This is an optimization exercise on Yosys and OpenROAD, whose aim is small area, a short achievable clock period and few clock cycles per item, not a production implementation.
Where RTL was checked, it was by simulation tests only, not by an equivalence proof against the original.
Power and IR drop assume default switching activity.

## beacon_id_table_to_channel_mapper_unit
module beacon_id_table_to_channel_mapper_unit (
  input  logic         clk,
  input  logic         rst_n,
  input  logic         in_valid,
  output logic         in_ready,
  input  logic [1:0]   in_opcode,
  input  logic [7:0]   in_payload_length,
  input  logic [15:0]  in_company_id,
  input  logic [63:0]  in_sensor_id,
  input  logic [7:0]   in_accel_x,
  input  logic [7:0]   in_accel_y,
  input  logic [7:0]   in_accel_z,
  output logic         out_valid,
  input  logic         out_ready,
  output logic [3:0]   out_status,
  output logic [3:0]   out_entry_index,
  output logic [6:0]   out_channel_base,
  output logic [7:0]   out_x_positive,
  output logic [7:0]   out_x_negative,
  output logic [7:0]   out_y_positive,
  output logic [7:0]   out_y_negative,
  output logic [7:0]   out_z_positive,
  output logic [7:0]   out_z_negative,
  output logic         out_send_request,
  output logic         out_all_known_seen,
  input  logic         cfg_we,
  input  logic         cfg_wdata
);
For scale: roughly 55000 µm² of cells after synthesis.
Settings: LEC_CHECK=0, CAP_MARGIN=20, CORE_MARGIN=2, CORE_UTILIZATION=40, CTS_BUF_LIST=sky130_fd_sc_hd__clkbuf_16, CTS_CLUSTER_DIAMETER=120, CTS_CLUSTER_SIZE=25, PLACE_DENSITY=0.8, SETUP_SLACK_MARGIN=2.5, SLEW_MARGIN=20; clock period 5.0 ns.
standard.sh (not shown) runs the stock make flow with config.mk's settings and CLKGATE_MAP_FILE= SYNTH_SCRIPT=/design/flow/synth_recipe.tcl, a recipe that flattens the netlist after the stock synthesis.
==> flow/flow/run.sh <==
#!/bin/bash
# The standard layout, except that the port buffers are buf_4 cells: left to itself
# buffer_ports picks a delay cell (clkdlybuf4s50_1) for every input and output port.
set -euo pipefail
export BUFFER_PORTS_ARGS="-buffer_cell sky130_fd_sc_hd__buf_4"
bash standard.sh > standard.log 2>&1
The first run finished with timing, DRC and antenna clean.
Testbench counts at the start, summed over its fixed seeds: cycles 4,816, items 4,800.
Then changed:
--- a/flow/design.v
+++ b/flow/design.v
@@ -113,57 +113,51 @@
   logic [63:0]   id_mem [N];
   logic [N-1:0]  km_r;       
   logic [N-1:0]  tm_r;       
   logic [N-1:0]  seen_r;
   logic [N-1:0]  ma_r;       
   logic [N-1:0]  mb_r;       
   logic          out_en_r;
   logic          accept;
   logic          skid_next;
   assign in_ready = !skid_next;
   assign accept   = in_valid && !skid_next;
   logic          s2_v;
-  logic [N-1:0]  s2_eq_lo, s2_eq_hi;    
-  logic          s2_eqp_lo, s2_eqp_hi;
   logic [N-1:0]  s2_eq;
   logic          s2_eqp;
   logic [63:0]   s2_id;
   logic          s2_look, s2_short, s2_scan, s2_clear, s2_add;
   logic [23:0]   s2_acc;
   always_ff @(posedge clk) begin
     logic sight;
     sight = (in_opcode == 2'd0);
     for (int i = 0; i < N; i++) begin
-      s2_eq_lo[i] <= (id_mem[i][31:0] == in_sensor_id[31:0]);
-      s2_eq_hi[i] <= (id_mem[i][63:32] == in_sensor_id[63:32]);
+      s2_eq[i] <= (id_mem[i] == in_sensor_id);
     end
-    s2_eqp_lo <= (s2_id[31:0] == in_sensor_id[31:0]);
-    s2_eqp_hi <= (s2_id[63:32] == in_sensor_id[63:32]);
+    s2_eqp   <= (s2_id == in_sensor_id);
     s2_id    <= in_sensor_id;
     s2_look  <= sight && (in_payload_length >= 8'd21) && (in_company_id == 16'h015d);
     s2_short <= (in_payload_length < 8'd21);
     s2_scan  <= (in_opcode == 2'd1);
     s2_clear <= (in_opcode == 2'd2);
     s2_add   <= (in_opcode == 2'd3);
     s2_acc   <= {in_accel_x, in_accel_y, in_accel_z};
   end
   logic          is_sight;
   logic [N-1:0]  match, pre_m, fm;
   logic [N-1:0]  oh_t, oh_k, we;
   logic          any, khit, full, kfull, hit;
   logic [N-1:0]  missing, low_m;
   logic          m_zero, m_one;
   assign is_sight = !s2_scan && !s2_clear && !s2_add;
-  assign s2_eq    = s2_eq_lo & s2_eq_hi;
-  assign s2_eqp   = s2_eqp_lo && s2_eqp_hi;
   logic [N-1:0]  w, pre_w, fw;
   always_comb begin
     oh_t[0] = !tm_r[0];
     oh_k[0] = !km_r[0];
     for (int i = 1; i < N; i++) begin
       oh_t[i] = tm_r[i-1] && !tm_r[i];
       oh_k[i] = km_r[i-1] && !km_r[i];
     end
     match = (ma_r & s2_eq) | (mb_r & {N{s2_eqp}});
     pre_m[0] = 1'b0;
     for (int i = 1; i < N; i++) begin
       pre_m[i] = pre_m[i-1] | match[i-1];
@@ -183,63 +177,50 @@
       low_m[i] = low_m[i-1] | missing[i-1];
     end
     low_m = ~low_m & ~missing;
     m_zero = (missing == '0);
     m_one  = ((missing & (missing - 1'b1)) == '0);
   end
   assign any   = |match;
   assign khit  = |(match & km_r);
   assign full  = tm_r[N-1];
   assign kfull = km_r[N-1];
   assign hit   = s2_look && any;
   assign we    = (s2_v && s2_add) ? oh_k : oh_t;
-  function automatic logic [3:0] penc16(input logic [15:0] v);
-    logic [3:0] z;
-    logic [1:0] l [4];
-    logic [1:0] hi, lo;
-    for (int g = 0; g < 4; g++) begin
-      z[g]     = (v[4*g +: 4] == 4'd0);
-      l[g][1]  = !v[4*g] && !v[4*g+1];
-      l[g][0]  = !v[4*g] && (v[4*g+1] || !v[4*g+2]);
-    end
-    hi[1] = z[0] && z[1] && !(z[2] && z[3]);
-    hi[0] = (z[0] && !z[1]) || (z[0] && z[1] && z[2] && !z[3]);
-    lo    = !z[0] ? l[0] : (!z[1] ? l[1] : (!z[2] ? l[2] : (!z[3] ? l[3] : 2'd0)));
-    penc16 = {hi, lo};
-  endfunction
   logic [3:0]    st_h, idx_h;
   logic [6:0]    base_h;
   logic          all_h;
   logic [RW-1:0] res;
   always_comb begin
     logic [N-1:0] sel;
     logic         all_hit;
     st_h = 4'd0;
     if (s2_look) begin
       if (any) st_h = khit ? 4'd2 : 4'd3;
       else     st_h = full ? 4'd5 : 4'd4;
     end else if (is_sight) begin
       st_h = s2_short ? 4'd0 : 4'd1;
     end else if (s2_scan) begin
       st_h = 4'd6;
     end else if (s2_clear) begin
       st_h = 4'd7;
     end else begin
       st_h = kfull ? 4'd9 : 4'd8;
     end
     sel = fw;
-    idx_h  = penc16(w);
+    idx_h  = '0;
     base_h = '0;
     for (int i = 0; i < N; i++) begin
       if (sel[i]) begin
+        idx_h  = idx_h | 4'(i);
         base_h = base_h | 7'(6 * i);
       end
     end
     all_hit = m_zero || (m_one && |(match & missing) && !(|(match & low_m)));
     if (is_sight) all_h = hit ? all_hit : m_zero;
     else if (s2_scan) all_h = !km_r[0];
     else if (s2_clear) all_h = 1'b1;
     else all_h = kfull && m_zero;
     res = {st_h, idx_h, s2_look && khit && out_en_r, all_h, hit, s2_acc};
   end
   always_ff @(posedge clk) begin
     logic [N-1:0] tm_n;
After rerunning: First-iteration DRC count increases by 33%. Total power rises by 0.43%. Cell area is lower by 1.2%. Sequential power is about the same. Worst setup slack gets worse by 0.020 ns. Clock power increases by about 0.9%. Cell count goes down by 1.1%. Die area decreases by 0.62%. Wire length goes up by 20%. Sequential share of layout area rises by 0.13 points. Utilization decreases by 0.35 points.
Testbench counts after the change, summed over its fixed seeds: cycles 4,816, items 4,800.

The RTL this note starts from:
==> flow/design.v <==
`timescale 1ns / 1ps
package bidm_pkg;
  localparam int MAX_SENSORS = 16;
  localparam int IDX_W = (MAX_SENSORS > 1) ? $clog2(MAX_SENSORS) : 1;
  localparam int CNT_W = $clog2(MAX_SENSORS + 1);
  localparam logic [15:0] COMPANY_CODE = 16'h015d;
  localparam logic [7:0]  MIN_PAYLOAD  = 8'd21;
  typedef enum logic [1:0] {
    OP_SIGHTING = 2'd0,
    OP_SCAN     = 2'd1,
    OP_CLEAR    = 2'd2,
    OP_ADD      = 2'd3
  } opcode_t;
  typedef enum logic [3:0] {
    ST_SHORT       = 4'd0,
    ST_FOREIGN     = 4'd1,
    ST_KNOWN_HIT   = 4'd2,
    ST_NEW_HIT     = 4'd3,
    ST_ADDED       = 4'd4,
    ST_FULL        = 4'd5,
    ST_SCAN        = 4'd6,
    ST_CLEARED     = 4'd7,
    ST_KNOWN_ADDED = 4'd8,
    ST_ADD_FULL    = 4'd9
  } status_t;
  typedef enum logic [1:0] {
    S_IDLE,
    S_SEARCH,
    S_FINISH
  } fsm_state_t;
  typedef struct packed {
    opcode_t            opcode;
    logic [7:0]         payload_length;
    logic [15:0]        company_id;
    logic [63:0]        sensor_id;
    logic signed [7:0]  accel_x;
    logic signed [7:0]  accel_y;
    logic signed [7:0]  accel_z;
  } in_item_t;
  typedef struct packed {
    status_t     status;
    logic [3:0]  entry_index;
    logic [6:0]  channel_base;
    logic [7:0]  x_positive;
    logic [7:0]  x_negative;
    logic [7:0]  y_positive;
    logic [7:0]  y_negative;
    logic [7:0]  z_positive;
    logic [7:0]  z_negative;
    logic        send_request;
    logic        all_known_seen;
  } out_item_t;
  function automatic logic [7:0] pos_part(input logic signed [7:0] v);
    logic [7:0] r;
    r = 8'd0;
    if (!v[7] && (v != 8'sd0)) begin
      r = {v[6:0], 1'b0};
    end
    pos_part = r;
  endfunction
  function automatic logic [7:0] neg_part(input logic signed [7:0] v);
    logic [7:0] r;
    r = 8'd0;
    if (v[7]) begin
      r = 8'd0 - {v[6:0], 1'b0};
    end
    neg_part = r;
  endfunction
  function automatic logic [6:0] chan_base(input logic [IDX_W-1:0] idx);
    logic [IDX_W+2:0] p;
    p = {1'b0, idx, 2'b00} + {2'b00, idx, 1'b0};
    chan_base = 7'(p);
  endfunction
  function automatic logic [MAX_SENSORS-1:0] below_mask(input logic [CNT_W-1:0] cnt);
    logic [MAX_SENSORS-1:0] m;
    for (int i = 0; i < MAX_SENSORS; i++) begin
      m[i] = (CNT_W'(i) < cnt);
    end
    below_mask = m;
  endfunction
endpackage
`timescale 1ns / 1ps
module beacon_id_table_to_channel_mapper_unit (
  input  logic         clk,
  input  logic         rst_n,
  input  logic         in_valid,
  output logic         in_ready,
  input  logic [1:0]   in_opcode,
  input  logic [7:0]   in_payload_length,
  input  logic [15:0]  in_company_id,
  input  logic [63:0]  in_sensor_id,
  input  logic [7:0]   in_accel_x,
  input  logic [7:0]   in_accel_y,
  input  logic [7:0]   in_accel_z,
  output logic         out_valid,
  input  logic         out_ready,
  output logic [3:0]   out_status,
  output logic [3:0]   out_entry_index,
  output logic [6:0]   out_channel_base,
  output logic [7:0]   out_x_positive,
  output logic [7:0]   out_x_negative,
  output logic [7:0]   out_y_positive,
  output logic [7:0]   out_y_negative,
  output logic [7:0]   out_z_positive,
  output logic [7:0]   out_z_negative,
  output logic         out_send_request,
  output logic         out_all_known_seen,
  input  logic         cfg_we,
  input  logic         cfg_wdata
);
  localparam int N = 16;
  localparam int RW = 4 + 4 + 1 + 1 + 1 + 24;
  logic [63:0]   id_mem [N];
  logic [N-1:0]  km_r;       
  logic [N-1:0]  tm_r;       
  logic [N-1:0]  seen_r;
  logic          out_en_r;
  logic          accept;
  logic          skid_next;
  assign in_ready = !skid_next;
  assign accept   = in_valid && !skid_next;
  logic          s2_v;
  logic [N-1:0]  s2_eq;
  logic          s2_look, s2_short, s2_scan, s2_clear, s2_add;
  logic [23:0]   s2_acc;
  always_ff @(posedge clk) begin
    logic sight;
    sight = (in_opcode == 2'd0);
    for (int i = 0; i < N; i++) begin
      s2_eq[i] <= (id_mem[i] == in_sensor_id);
    end
    s2_look  <= sight && (in_payload_length >= 8'd21) && (in_company_id == 16'h015d);
    s2_short <= (in_payload_length < 8'd21);
    s2_scan  <= (in_opcode == 2'd1);
    s2_clear <= (in_opcode == 2'd2);
    s2_add   <= (in_opcode == 2'd3);
    s2_acc   <= {in_accel_x, in_accel_y, in_accel_z};
  end
  logic          is_sight;
  logic [N-1:0]  match, pre_m, fm;
  logic [N-1:0]  oh_t, oh_k;
  logic          any, khit, full, kfull, hit, append, grow;
  logic [N-1:0]  missing, low_m;
  logic          m_zero, m_one;
  assign is_sight = !s2_scan && !s2_clear && !s2_add;
  logic [N-1:0]  w, pre_w, fw;
  always_comb begin
    oh_t[0] = !tm_r[0];
    oh_k[0] = !km_r[0];
    for (int i = 1; i < N; i++) begin
      oh_t[i] = tm_r[i-1] && !tm_r[i];
      oh_k[i] = km_r[i-1] && !km_r[i];
    end
    match = s2_eq & tm_r;
    pre_m[0] = 1'b0;
    for (int i = 1; i < N; i++) begin
      pre_m[i] = pre_m[i-1] | match[i-1];
    end
    fm = match & ~pre_m;
    if (s2_look) w = match | oh_t;
    else if (s2_add) w = oh_k;
    else w = '0;
    pre_w[0] = 1'b0;
    for (int i = 1; i < N; i++) begin
      pre_w[i] = pre_w[i-1] | w[i-1];
    end
    fw = w & ~pre_w;
    missing = km_r & ~seen_r;
    low_m[0] = 1'b0;
    for (int i = 1; i < N; i++) begin
      low_m[i] = low_m[i-1] | missing[i-1];
    end
    low_m = ~low_m & ~missing;
    m_zero = (missing == '0);
    m_one  = ((missing & (missing - 1'b1)) == '0);
  end
  assign any   = |match;
  assign khit  = |(match & km_r);
  assign full  = tm_r[N-1];
  assign kfull = km_r[N-1];
  assign hit   = s2_look && any;
  assign append = s2_v && s2_look && !any && !full;    
  assign grow   = s2_v && s2_add && !kfull;            
  logic [3:0]    st_h, idx_h;
  logic [6:0]    base_h;
  logic          all_h;
  logic [RW-1:0] res;
  always_comb begin
    logic [N-1:0] sel;
    logic         all_hit;
    st_h = 4'd0;
    if (s2_look) begin
      if (any) st_h = khit ? 4'd2 : 4'd3;
      else     st_h = full ? 4'd5 : 4'd4;
    end else if (is_sight) begin
      st_h = s2_short ? 4'd0 : 4'd1;
    end else if (s2_scan) begin
      st_h = 4'd6;
    end else if (s2_clear) begin
      st_h = 4'd7;
    end else begin
      st_h = kfull ? 4'd9 : 4'd8;
    end
    sel = fw;
    idx_h  = '0;
    base_h = '0;
    for (int i = 0; i < N; i++) begin
      if (sel[i]) begin
        idx_h  = idx_h | 4'(i);
        base_h = base_h | 7'(6 * i);
      end
    end
    all_hit = m_zero || (m_one && |(match & missing) && !(|(match & low_m)));
    if (is_sight) all_h = hit ? all_hit : m_zero;
    else if (s2_scan) all_h = !km_r[0];
    else if (s2_clear) all_h = 1'b1;
    else all_h = kfull && m_zero;
    res = {st_h, idx_h, s2_look && khit && out_en_r, all_h, hit, s2_acc};
  end
  always_ff @(posedge clk) begin
    logic [N-1:0] tm_n;
    tm_n = tm_r;
    if (!rst_n) begin
      km_r   <= '0;
      tm_n   = '0;
      seen_r <= '0;
    end else if (s2_v) begin
      if (s2_look) begin
        seen_r <= seen_r | fw;
        if (!any && !full) begin
          tm_n   = {tm_r[N-2:0], 1'b1};
        end
      end else if (s2_scan) begin
        seen_r <= seen_r & ~km_r;
      end else if (s2_clear) begin
        km_r   <= '0;
        tm_n   = '0;
        seen_r <= '0;
      end else if (s2_add && !kfull) begin
        seen_r <= seen_r & ~oh_k;
        km_r   <= {km_r[N-2:0], 1'b1};
        tm_n   = {km_r[N-2:0], 1'b1};
      end
    end
    tm_r <= tm_n;
  end
  logic [N-1:0]  wpos;
  always_comb begin
    logic [N-1:0] oh0;
    oh0 = '0;
    oh0[0] = 1'b1;
    if (s2_v && s2_clear)       wpos = oh0;
    else if (grow)              wpos = {oh_k[N-2:0], 1'b0};
    else if (in_opcode == 2'd3) wpos = oh_k;
    else if (append)            wpos = {oh_t[N-2:0], 1'b0};
    else                        wpos = oh_t;
  end
  always_ff @(posedge clk) begin
    for (int i = 0; i < N; i++) begin
      if (accept && wpos[i]) begin
        id_mem[i] <= in_sensor_id;
      end
    end
  end
  logic          ov_r;
  logic          sk_v_r;
  logic [RW-1:0] sk_r;
  logic          out_free;
  logic [3:0]    o_status;
  logic [3:0]    o_idx;
  logic [6:0]    o_base;
  logic [7:0]    o_xp, o_xn, o_yp, o_yn, o_zp, o_zn;
  logic          o_send;
  logic          o_all;
  logic          skn_free_r, skn_held_r;
  assign out_free  = !ov_r || out_ready;
  assign skid_next = out_ready ? skn_free_r : skn_held_r;
  always_ff @(posedge clk) begin
    if (!rst_n) begin
      ov_r       <= 1'b0;
      sk_v_r     <= 1'b0;
      skn_free_r <= 1'b0;
      skn_held_r <= 1'b0;
      s2_v     <= 1'b0;
      out_en_r <= 1'b0;
    end else begin
      if (cfg_we) begin
        out_en_r <= cfg_wdata;
      end
      if (out_free) begin
        ov_r <= sk_v_r || s2_v;
      end
      sk_v_r     <= skid_next;
      s2_v       <= accept;
      skn_free_r <= skid_next && accept;
      skn_held_r <= (out_free ? (sk_v_r || s2_v) : ov_r) ? (skid_next || accept)
                                                           : (skid_next && accept);
    end
  end
  function automatic logic [7:0] pos_part(input logic [7:0] v, input logic h);
    pos_part = (h && !v[7] && (v != 8'd0)) ? {v[6:0], 1'b0} : 8'd0;
  endfunction
  function automatic logic [7:0] neg_part(input logic [7:0] v, input logic h);
    neg_part = (h && v[7]) ? (8'd0 - {v[6:0], 1'b0}) : 8'd0;
  endfunction
  always_ff @(posedge clk) begin
    logic [RW-1:0] r;
    if (!sk_v_r || out_free) begin
      sk_r <= res;
    end
    if (out_free) begin
      r = sk_v_r ? sk_r : res;
      o_status <= r[34:31];
      o_idx    <= r[30:27];
      o_base   <= sk_v_r ? 7'({sk_r[30:27], 2'b00} + {sk_r[30:27], 1'b0}) : base_h;
      o_send   <= r[26];
      o_all    <= r[25];
      o_xp     <= pos_part(r[23:16], r[24]);
      o_xn     <= neg_part(r[23:16], r[24]);
      o_yp     <= pos_part(r[15:8], r[24]);
      o_yn     <= neg_part(r[15:8], r[24]);
      o_zp     <= pos_part(r[7:0], r[24]);
      o_zn     <= neg_part(r[7:0], r[24]);
    end
  end
  assign out_valid          = ov_r;
  assign out_status         = o_status;
  assign out_entry_index    = o_idx;
  assign out_channel_base   = o_base;
  assign out_x_positive     = o_xp;
  assign out_x_negative     = o_xn;
  assign out_y_positive     = o_yp;
  assign out_y_negative     = o_yn;
  assign out_z_positive     = o_zp;
  assign out_z_negative     = o_zn;
  assign out_send_request   = o_send;
  assign out_all_known_seen = o_all;
endmodule
export LEC_CHECK = 0
export CAP_MARGIN = 20
export CORE_MARGIN = 2
export CORE_UTILIZATION = 40
export CTS_BUF_LIST = sky130_fd_sc_hd__clkbuf_16
export CTS_CLUSTER_DIAMETER = 120
export CTS_CLUSTER_SIZE = 25
export PLACE_DENSITY = 0.8
export SETUP_SLACK_MARGIN = 2.5
export SLEW_MARGIN = 20
create_clock -name core_clock -period 5.0 [get_ports {clk}]
Scripts as last shown in full above: flow/flow/run.sh
The first run produced a clean layout.
Then changed:
--- a/flow/design.v
+++ b/flow/design.v
@@ -113,23 +113,29 @@
   logic [63:0]   id_mem [N];
   logic [N-1:0]  km_r;       
   logic [N-1:0]  tm_r;       
   logic [N-1:0]  seen_r;
+  logic [N-1:0]  ma_r;       
+  logic [N-1:0]  mb_r;       
   logic          out_en_r;
   logic          accept;
   logic          skid_next;
   assign in_ready = !skid_next;
   assign accept   = in_valid && !skid_next;
   logic          s2_v;
   logic [N-1:0]  s2_eq;
+  logic          s2_eqp;
+  logic [63:0]   s2_id;
   logic          s2_look, s2_short, s2_scan, s2_clear, s2_add;
   logic [23:0]   s2_acc;
   always_ff @(posedge clk) begin
     logic sight;
     sight = (in_opcode == 2'd0);
     for (int i = 0; i < N; i++) begin
       s2_eq[i] <= (id_mem[i] == in_sensor_id);
     end
+    s2_eqp   <= (s2_id == in_sensor_id);
+    s2_id    <= in_sensor_id;
     s2_look  <= sight && (in_payload_length >= 8'd21) && (in_company_id == 16'h015d);
     s2_short <= (in_payload_length < 8'd21);
     s2_scan  <= (in_opcode == 2'd1);
     s2_clear <= (in_opcode == 2'd2);
@@ -137,10 +143,10 @@
     s2_acc   <= {in_accel_x, in_accel_y, in_accel_z};
   end
   logic          is_sight;
   logic [N-1:0]  match, pre_m, fm;
-  logic [N-1:0]  oh_t, oh_k;
-  logic          any, khit, full, kfull, hit, append, grow;
+  logic [N-1:0]  oh_t, oh_k, we;
+  logic          any, khit, full, kfull, hit;
   logic [N-1:0]  missing, low_m;
   logic          m_zero, m_one;
   assign is_sight = !s2_scan && !s2_clear && !s2_add;
   logic [N-1:0]  w, pre_w, fw;
@@ -150,9 +156,9 @@
     for (int i = 1; i < N; i++) begin
       oh_t[i] = tm_r[i-1] && !tm_r[i];
       oh_k[i] = km_r[i-1] && !km_r[i];
     end
-    match = s2_eq & tm_r;
+    match = (ma_r & s2_eq) | (mb_r & {N{s2_eqp}});
     pre_m[0] = 1'b0;
     for (int i = 1; i < N; i++) begin
       pre_m[i] = pre_m[i-1] | match[i-1];
     end
@@ -178,10 +184,9 @@
   assign khit  = |(match & km_r);
   assign full  = tm_r[N-1];
   assign kfull = km_r[N-1];
   assign hit   = s2_look && any;
-  assign append = s2_v && s2_look && !any && !full;    
-  assign grow   = s2_v && s2_add && !kfull;            
+  assign we    = (s2_v && s2_add) ? oh_k : oh_t;
   logic [3:0]    st_h, idx_h;
   logic [6:0]    base_h;
   logic          all_h;
   logic [RW-1:0] res;
@@ -242,24 +247,15 @@
         tm_n   = {km_r[N-2:0], 1'b1};
       end
     end
     tm_r <= tm_n;
-  end
-  logic [N-1:0]  wpos;
-  always_comb begin
-    logic [N-1:0] oh0;
-    oh0 = '0;
-    oh0[0] = 1'b1;
-    if (s2_v && s2_clear)       wpos = oh0;
-    else if (grow)              wpos = {oh_k[N-2:0], 1'b0};
-    else if (in_opcode == 2'd3) wpos = oh_k;
-    else if (append)            wpos = {oh_t[N-2:0], 1'b0};
-    else                        wpos = oh_t;
+    ma_r <= tm_n & ~we;
+    mb_r <= tm_n & we;
   end
   always_ff @(posedge clk) begin
     for (int i = 0; i < N; i++) begin
-      if (accept && wpos[i]) begin
-        id_mem[i] <= in_sensor_id;
+      if (we[i]) begin
+        id_mem[i] <= s2_id;
       end
     end
   end
   logic          ov_r;
@@ -271,17 +267,17 @@
   logic [6:0]    o_base;
   logic [7:0]    o_xp, o_xn, o_yp, o_yn, o_zp, o_zn;
   logic          o_send;
   logic          o_all;
-  logic          skn_free_r, skn_held_r;
+  logic          skn_free, skn_held;
   assign out_free  = !ov_r || out_ready;
-  assign skid_next = out_ready ? skn_free_r : skn_held_r;
+  assign skn_free  = sk_v_r && s2_v;
+  assign skn_held  = ov_r ? (sk_v_r || s2_v) : skn_free;
+  assign skid_next = out_ready ? skn_free : skn_held;
   always_ff @(posedge clk) begin
     if (!rst_n) begin
-      ov_r       <= 1'b0;
-      sk_v_r     <= 1'b0;
-      skn_free_r <= 1'b0;
-      skn_held_r <= 1'b0;
+      ov_r     <= 1'b0;
+      sk_v_r   <= 1'b0;
       s2_v     <= 1'b0;
       out_en_r <= 1'b0;
     end else begin
       if (cfg_we) begin
@@ -289,13 +285,10 @@
       end
       if (out_free) begin
         ov_r <= sk_v_r || s2_v;
       end
-      sk_v_r     <= skid_next;
-      s2_v       <= accept;
-      skn_free_r <= skid_next && accept;
-      skn_held_r <= (out_free ? (sk_v_r || s2_v) : ov_r) ? (skid_next || accept)
-                                                           : (skid_next && accept);
+      sk_v_r <= skid_next;
+      s2_v   <= accept;
     end
   end
   function automatic logic [7:0] pos_part(input logic [7:0] v, input logic h);
     pos_part = (h && !v[7] && (v != 8'd0)) ? {v[6:0], 1'b0} : 8'd0;
Power increases by 3.4%.
Sequential share of layout area increases by 3.8 points.
Design area decreases by 1.3%.
Sequential power increases by about 6%.
Die area increases by 5.0%.
First-iteration DRC count increases by 28%.
Routed wire length increases by 12%.
Via count increases by 3.4%.
Synthesized cell count increases by 5.5%.
Non-clock buffer count decreases by 176.
Core utilization decreases by 2.9 points.
Combinational power decreases by 23%.
Function was not checked in any run of this note: the RTL went through the layout flow alone.

## static timing again, ports no longer ideal
How much do the figures lean on ideal ports? The routed layouts below were timed once more, with nothing changed but the port constraints. Step 1 (the two cells are an assumption about what drives the block):
set clk [get_ports {clk}]
set_driving_cell -lib_cell sky130_fd_sc_hd__clkbuf_16 $clk
set_driving_cell -lib_cell sky130_fd_sc_hd__buf_2 [delete_from_list [all_inputs] $clk]
Step 2 also shifts input and output timing later by t, the mid clock arrival at the registers, as if the neighbouring blocks saw the same clock. Three values: no drivers, after step 1, after step 2; two values: the first two.
run | shift t [ns] | slack for setup (ns) | cell pins on the clock port's net
the first run of note 1 | 0.785 | 2.393 / 2.393 / 1.895 | 1
the second run of note 1 | 0.795 | 2.373 / 2.373 / 1.633 | 1
the first run of note 2 | 0.778 | 2.215 / 2.215 / 1.632 | 1
the second run of note 2 | 0.797 | 2.358 / 2.284 / 1.650 | 1
After both steps setup and hold are still met in every run listed. The setup slack of the second run of note 1, which loses most, moves by 0.000 ns with the drivers and by -0.740 ns with both steps.
